Source: an optimization exercise on an open RTL-to-GDS flow (aim: small area). Production flows keep margins and buffers that such runs may drop.
The RTL was checked by simulation tests, not by an equivalence proof against the original design.
Power figures rest on the tool's default switching activity, not on a simulated workload.

==> flow/design.v <==
module apb_mem_bit (
    input  logic q,
    input  logic w_n,
    input  logic x,
    output logic d
);
    assign d = ~((x | w_n) & q);
endmodule
module apb_mem_en (
    input  logic a,
    input  logic d,
    output logic en_n
);
    assign en_n = ~(a & d);
endmodule
module apb_mem_rsel (
    input  logic s,
    input  logic d,
    input  logic v,
    output logic y
);
    assign y = s & d & v;
endmodule
module apb_mem_xd (
    input  logic [31:0] wdata_n,
    input  logic        phase,
    output logic [31:0] y
);
    assign y = ~(wdata_n ^ {32{phase}});
endmodule
module apb_mem_x (
    input  logic y,
    input  logic pend,
    output logic x
);
    assign x = y & pend;
endmodule
module apb_rd_aoi222 (
    input  logic [2:0] q,
    input  logic [2:0] s,
    output logic       y_n
);
    assign y_n = ~|(q & s);
endmodule
module apb_rd_nand4 (
    input  logic [3:0] a,
    output logic       y
);
    assign y = ~&a;
endmodule
module apb_rd_nor4 (
    input  logic [3:0] a,
    output logic       y_n
);
    assign y_n = ~|a;
endmodule
module apb_mem_rdbit (
    input  logic [47:0] q,
    input  logic [47:0] rsel,
    output logic        y_n
);
    logic [15:0] t_n;
    logic [3:0]  u;
    for (genvar j = 0; j < 16; j++) begin : g_t
        apb_rd_aoi222 u_t (.q(q[j*3 +: 3]), .s(rsel[j*3 +: 3]), .y_n(t_n[j]));
    end
    for (genvar j = 0; j < 4; j++) begin : g_u
        apb_rd_nand4 u_u (.a(t_n[j*4 +: 4]), .y(u[j]));
    end
    apb_rd_nor4 u_y (.a(u), .y_n(y_n));
endmodule
module apb_slave_mem (
    input  logic        hclk,
    input  logic        hreset,
    input  logic [2:0]  pselx,
    input  logic        penable,
    input  logic        pwrite,
    input  logic [31:0] paddr,
    input  logic [31:0] pwdata,
    output logic [31:0] prdata,
    output logic        perr,
    output logic [15:0] wr_count,
    output logic [15:0] rd_count
);
    localparam logic [1:0] ST_IDLE   = 2'd0;
    localparam logic [1:0] ST_SETUP  = 2'd1;
    localparam logic [1:0] ST_ACCESS = 2'd2;
    logic [1:0]    state_q, state_d;
    logic [1535:0] mem_q, mem_d;
    logic [47:0]   vld_q;
    logic          phase_q;
    logic          pend_q;
    logic [31:0]   wdata_n_q;
    logic [2:0]    lat_sel_q;
    logic [3:0]    lat_idx_q;
    logic          lat_wr_q;
    logic [31:0]   prdata_q;
    logic          perr_q;
    logic [15:0]   wr_count_q;
    logic [15:0]   rd_count_q;
    logic          sel, multi, lat_multi, mismatch;
    logic          err_set, latch, commit, commit_ok, wr_commit;
    logic [3:0]    idx;
    logic [31:0]   mux_word_n, rd_word, xd, rd_fix;
    logic [31:0]   x [2];
    logic [47:0]   rsel, rsel_hi, wen_n, wen_hi_n;
    logic [15:0]   rdec, wdec;
    logic [2:0]    bw;
    logic          hit, byp;
    assign sel       = |pselx;
    assign multi     = (pselx[0] & pselx[1]) | (pselx[0] & pselx[2]) | (pselx[1] & pselx[2]);
    assign lat_multi = (lat_sel_q[0] & lat_sel_q[1]) | (lat_sel_q[0] & lat_sel_q[2]) | (lat_sel_q[1] & lat_sel_q[2]);
    assign idx       = paddr[5:2];
    assign mismatch  = (pselx != lat_sel_q) || (idx != lat_idx_q) || (pwrite != lat_wr_q);
    assign commit_ok = commit && !multi && !lat_multi;
    assign wr_commit = commit_ok && lat_wr_q;
    always_comb
        for (int w = 0; w < 16; w++) begin
            rdec[w] = idx == w[3:0];
            wdec[w] = lat_idx_q == w[3:0];
        end
    assign bw = lat_sel_q & {3{wr_commit | pend_q}};
    for (genvar b = 0; b < 3; b++) begin : g_bank
        for (genvar w = 0; w < 16; w++) begin : g_sel
            apb_mem_rsel u_rs_lo (.s(pselx[b]), .d(rdec[w]), .v(vld_q[b*16+w]), .y(rsel[b*16+w]));
            apb_mem_rsel u_rs_hi (.s(pselx[b]), .d(rdec[w]), .v(vld_q[b*16+w]), .y(rsel_hi[b*16+w]));
            apb_mem_en u_en_lo (.a(bw[b]), .d(wdec[w]), .en_n(wen_n[b*16+w]));
            apb_mem_en u_en_hi (.a(bw[b]), .d(wdec[w]), .en_n(wen_hi_n[b*16+w]));
        end
    end
    for (genvar c = 0; c < 2; c++) begin : g_xc
        for (genvar i = 0; i < 32; i++) begin : g_x
            apb_mem_x u_x (.y(xd[i]), .pend(pend_q), .x(x[c][i]));
        end
    end
    apb_mem_xd u_xd (.wdata_n(wdata_n_q), .phase(phase_q), .y(xd));
    for (genvar k = 0; k < 48; k++) begin : g_word
        for (genvar i = 0; i < 32; i++) begin : g_bit
            logic we_n;
            if (i < 16) begin : g_lo
                assign we_n = wen_n[k];
            end else begin : g_hi
                assign we_n = wen_hi_n[k];
            end
            apb_mem_bit u_bit (.q(mem_q[k*32+i]), .w_n(we_n), .x(x[k%2][i]), .d(mem_d[k*32+i]));
        end
    end
    assign hit = |rsel;
    for (genvar i = 0; i < 32; i++) begin : g_rd
        logic [47:0] col;
        for (genvar k = 0; k < 48; k++) begin : g_col
            assign col[k] = mem_q[k*32+i];
        end
        logic [47:0] rs;
        if (i < 16) begin : g_lo
            assign rs = rsel;
        end else begin : g_hi
            assign rs = rsel_hi;
        end
        apb_mem_rdbit u_rd (.q(col), .rsel(rs), .y_n(mux_word_n[i]));
    end
    assign byp = pend_q && ((pselx & lat_sel_q) != 3'd0) && (idx == lat_idx_q);
    assign rd_fix  = byp ? wdata_n_q : {32{phase_q & hit}};
    assign rd_word = ~(mux_word_n ^ rd_fix);
    always_comb begin
        state_d = state_q;
        err_set = multi;
        latch   = 1'b0;
        commit  = 1'b0;
        case (state_q)
            ST_IDLE: begin
                if (penable) begin
                    err_set = 1'b1;
                end else if (sel) begin
                    state_d = ST_SETUP;
                    latch   = 1'b1;
                end
            end
            ST_SETUP: begin
                if (!sel) begin
                    state_d = ST_IDLE;
                    err_set = 1'b1;
                end else if (penable) begin
                    state_d = ST_ACCESS;
                    commit  = 1'b1;
                    if (mismatch) err_set = 1'b1;
                end
            end
            ST_ACCESS: begin
                if (!sel) begin
                    state_d = ST_IDLE;
                end else if (penable) begin
                    err_set = 1'b1;
                end else begin
                    state_d = ST_SETUP;
                    latch   = 1'b1;
                end
            end
            default: state_d = ST_IDLE;
        endcase
    end
    always_ff @(posedge hclk or posedge hreset) begin
        if (hreset) begin
            state_q    <= ST_IDLE;
            phase_q    <= 1'b0;
            pend_q     <= 1'b0;
            vld_q      <= '0;
            prdata_q   <= '0;
            perr_q     <= 1'b0;
            wr_count_q <= '0;
            rd_count_q <= '0;
        end else begin
            state_q <= state_d;
            phase_q <= ~phase_q;
            pend_q  <= wr_commit;
            vld_q   <= vld_q | ~wen_n;
            if (latch && !pwrite && !multi) prdata_q <= rd_word;
            if (wr_commit)              wr_count_q <= wr_count_q + 16'd1;
            if (commit_ok && !lat_wr_q) rd_count_q <= rd_count_q + 16'd1;
            if (err_set) perr_q <= 1'b1;
        end
    end
    always_ff @(posedge hclk) wdata_n_q <= ~pwdata;
    always_ff @(posedge hclk) begin
        if (latch) begin
            lat_sel_q <= pselx;
            lat_idx_q <= idx;
            lat_wr_q  <= pwrite;
        end
    end
    always_ff @(posedge hclk) mem_q <= mem_d;
    assign prdata   = prdata_q;
    assign perr     = perr_q;
    assign wr_count = wr_count_q;
    assign rd_count = rd_count_q;
endmodule
==> flow/flow/run.sh <==
#!/bin/bash
# Own layout flow: the standard flow (standard synthesis unchanged),
# with two layout settings changed:
#  - port buffers are the smallest buffer (buf_1) instead of the default pick;
#  - the clock tree uses clkbuf_8 with larger sink clusters and no dummy
#    loads, which keeps flip-flop clock-pin slew under about 120 ps.
# Each tool's full output goes to the ORFS logs under orfs/logs/; make's own
# output goes to standard.log in the work folder.
set -euo pipefail
cd "$(dirname "$0")/.."
bash standard.sh \
  "BUFFER_PORTS_ARGS=-buffer_cell sky130_fd_sc_hd__buf_1" \
  "CTS_ARGS=-sink_clustering_enable -repair_clock_nets -dont_use_dummy_load -buf_list sky130_fd_sc_hd__clkbuf_8 -sink_clustering_size 16 -sink_clustering_max_diameter 60" \
  finish > standard.log 2>&1
==> flow/standard.sh <==
#!/bin/bash
# synth_recipe.tcl (not shown) runs the flow's synth.tcl, then flattens the netlist and writes it again
# the make line also repeats each setting of config.mk as NAME=value (left out here)
make -C /OpenROAD-flow-scripts/flow DESIGN_CONFIG=/design/flow/config.mk WORK_HOME=/design/flow/orfs CLKGATE_MAP_FILE= SYNTH_SCRIPT=/design/flow/synth_recipe.tcl "${@:-finish}"
==> flow/config.mk <==
export PLATFORM = sky130hd
export DESIGN_NAME = apb_slave_mem
export DESIGN_NICKNAME = apb_slave_mem
export VERILOG_FILES = /design/flow/design.v
export SDC_FILE = /design/flow/constraint.sdc
export NUM_CORES = 4
export LEC_CHECK = 0
export CAP_MARGIN = 20
export CORE_MARGIN = 2
export CORE_UTILIZATION = 85
export SLEW_MARGIN = 20
export SYNTH_HIERARCHICAL = 1
==> flow/constraint.sdc <==
create_clock -name core_clock -period 5.0 [get_ports {hclk}]
set_input_delay 1.0000 -clock core_clock [delete_from_list [all_inputs] [get_ports {hclk}]]
set_output_delay 1.0000 -clock core_clock [all_outputs]
set_load 0.01 [all_outputs]
==> impl_metrics.toml <==
[global_routing]
use_met2_pct = 78.3
overflow = 0
grt_max_degree = 91
use_met1_pct = 65.9
grt_busiest_layer = "met2"
grtUsageTotal_pct = 52.3
use_met3_pct = 19.3
grt_pass1_vias = 45400
antenna_found_initial = 8
grt_first_pass_wirelength_um = 258000

[synth]
synth.distinct_cells = 41
async_flop_share_pct = 6.91
ys_seq_area_share_pct = 65.4
syn_area_um2 = 52900
synth_edf_count = 8
synth_top_area_share_pct = 59.4
synth_ff_type = "dfxtp_1"
syn_area_per_cell_um2 = 11.4
synth_area_leaders = "dfxtp_1 (59%), o21ai_1 (15%), a222oi_1 (9.7%)"
synth_largest_area_cell = "dfxtp_1"
netlist_instances = 4638
yosysWarnings = 8
syn_nets = 4714
ys_ff_latch = 1693

[cts]
cts_buffers = 115
cts.sinks = 1693
clk_pin_slew_ps = 100
clk_path_buf_depth = 3
root_buffer = "clkbuf_8"
post_cts_resized = 0
post-cts-setup-buffers = 0
ctsHoldBuffers = 0
cts_tree = "built"
clock_latency_ps = 800
cts_max_level = 3

[place]
dp.cells = 5608
place_congestion = 0.975
place_ws_ps = 713
portBuffers = 107
dp_hpwl_um = 109000
dpl-instance-area_um2 = 54600

[floorplan]
pin_count = 136
fp.dieH_um = 253
die_w_um = 253
core_area_um2 = 61600
initial_core_util_pct = 85.8
fp.dieArea_um2 = 64200
num_rows = 91

[run]
drv_cap = 0

[power]
worst_ir_drop_vdd_v = 0.000348
p_per_area_nw_per_um2 = 378
power.leakage_nw = 21.0
p_total_mw = 21.3

[final_layout]
multi_input_comb_area_um2 = 18100
final_nets = 4966
final_cell_area_um2 = 56300
layout_commonest_cell = "o21ai_1"
drive_gt1_share_pct = 5.61
final_cell_count_no_fill = 5730
post-route-util_pct = 91.4
seqCellArea_um2 = 34600
fill_cells = 2547
layout_common_cells = "o21ai_1 (1589), dfxtp_1 (1568), a222oi_1 (512), nand2_1 (143), nand4_1 (139)"
area_growth_pct = 6.49

[worst_setup_path]
end_kind = "register"
crit_type = "in -> reg"
worst_ep_arrival_time_ps = 4580
critPathSlowestCell = "and3_1"
crit_fanout = 32
timing.rr.start = "lat_sel_q[1]$_DFFE_PN_"
max_stage_delay_ps = 890
r2r-end = "mem_q[458]$_DFF_P_"
cp-start-kind = "primary input"
ff2ff_setup_slack_ps = 1780
reg2reg_depth = 8
required_ps = 5650
worstPathCellList = "buf_1 -> nand2_1 -> nor2_1 -> and3_1 -> nor4_1 -> nand4_1 -> nor3_2 -> buf_4 -> o21ai_0 -> xor2_1 -> o21ai_1"

[timing]
worst_slack_ps = 1070
fin_skew_ps = 54.4
tightest_slew_ps = 1250
relSlewSlack_pct = 16.8
max_freq_mhz = 254
tns_ps = 0
grt_setup_unrepaired = "false"
setup_viol = 0
drv_slew = 0
fin_hold_ws_ps = 338
hold_violations = 0
finalCritPeriodShare_pct = 78.6
period_minus_slack_ps = 3930

[routing]
route.antenna.remaining_nets = 0
wirelength_um = 176000
vias = 47100
vias_per_cell = 8.21
drt_first_pass_iters = 17
routedWlPerCell_um = 30.7
drtIter0Drc = 11700
drc_errors = 0

[min_path]
holdPathStages = 2
hold_class = "in -> reg"
hold_end = "wdata_n_q[13]$_DFF_P_"
worstHoldStart = "pwdata[13]"

[run_status]
status = "no timing/DRC/antenna violations"
-- Yosys cell counts, types with 5 or more instances --
master	instances
o21ai_0	12
nor2_1	23
dfrtp_1	117
ha_1	5
nor3_1	16
o21ai_1	1589
nand4_1	139
nor4_1	14
xor2_1	47
inv_1	34
xnor2_1	51
buf_2	8
dfxtp_1	1568
clkbuf_1	20
and3_1	107
nor4_2	33
a222oi_1	512
nand2b_1	58
edfxtp_1	8
nand2_1	144
nand3_1	38
and2_1	69
-- layout make-up --
type / instances / area share (%)
inverters: 34 / 0.236
well taps: 837 / 1.86
diodes: 5 / 0.0222
flip-flops and latches: 1693 / 61.4
repair buffers: 169 / 1.57
clock buffers: 115 / 2.81
multi-input cells: 2877 / 32.1
-- registers in the layout, summed over array words and instances, names as in the netlist, 2 cells and up --
signal,flops
lat_idx_q,4
mem_q,1536
rd_count_q,16
state_q,2
prdata_q,32
wdata_n_q,32
wr_count_q,16
vld_q,48
lat_sel_q,3
-- kinds of logic (layout without fill, tap and decap cells) --
| kind of cell | count (synthesis) | in the layout | synth area share [%] |
|---|---|---|---|
| AO/OA/AOI/OAI | 2122 | 2122 | 25.0 |
| XOR/XNOR | 100 | 100 | 1.69 |
| adder cells (fa/ha/maj) | 7 | 7 | 0.161 |
| buffers and inverters | 68 | 318 | 0.604 |
| flip-flops | 1693 | 1693 | 65.4 |
| multiplexers | 2 | 2 | 0.0426 |
| other | 0 | 5 | 0 |
| AND/OR/NAND/NOR | 646 | 646 | 7.16 |
-- power breakdown --
part           leakage (nW)  total (mW)  switching [mW]  internal [mW]
Sequential             16.0        14.5           0.390           14.1
Clock                 0.827        6.08            4.03           2.05
Combinational          4.19       0.704           0.454          0.251
-- per-layer routing --
layer | wire length [um] | share of wire [%]
met1 | 58500 | 33
met5 | 41 | 0.023
met4 | 10800 | 6.2
met3 | 30600 | 17
met2 | 75700 | 43
-- Yosys stat by module, one instance, submodules excluded, excerpt --
module,flops+latches,area [um2],cells,times used
apb_rd_aoi222,0,10.0,1,512
apb_mem_rsel,0,6.26,1,96
apb_mem_xd,0,357,36,1
apb_rd_nand4,0,6.26,1,128
apb_rd_nor4,0,12.5,1,32
apb_mem_bit,0,5.00,1,1536
apb_mem_en,0,3.75,1,96
-- how the worst max path moves through the flow --
stage,depth (start not counted),startpoint,slack [ps],end
final,11,paddr[2],1070,prdata_q[14]$_DFFE_PP0P_
after global routing,11,paddr[4],1080,prdata_q[29]$_DFFE_PP0P_
after CTS,11,paddr[3],1480,prdata_q[12]$_DFFE_PP0P_
after detailed placement,11,paddr[3],710,prdata_q[29]$_DFFE_PP0P_
after global placement,11,paddr[3],880,prdata_q[29]$_DFFE_PP0P_
after floorplan,1,hreset,900,pend_q$_DFF_PP0_
-- critical path, delay by kind of cell --
kind            cells  cell delay [ps]
buf+inv             2              630
xor+xnor            1              190
simple gates        6             2360
compound gates      2              390

==> static timing again, ports no longer ideal <==
How much do the figures lean on ideal ports? The routed layout below was timed once more, with nothing changed but the port constraints.
Step 1, drivers: a clkbuf_16 drives hclk and a buf_2 each remaining input, both assumed.
Step 2 also shifts input and output timing later by t, the mid clock arrival at the registers, as if the neighbouring blocks saw the same clock.
Three values: ideal ports, drivers, drivers and shift; two values: the first two.
t (ns): 0.844
setup slack, ns: 1.069 / 1.048 / 0.204
worst setup path after step 2: input to register
worst data-port slew with drivers (ns): 0.15
pins driven straight from the clock port: 1
After both steps setup and hold are still met in this run. For this run, drivers alone change the setup slack by -0.021 ns; drivers and shift together by -0.865 ns.
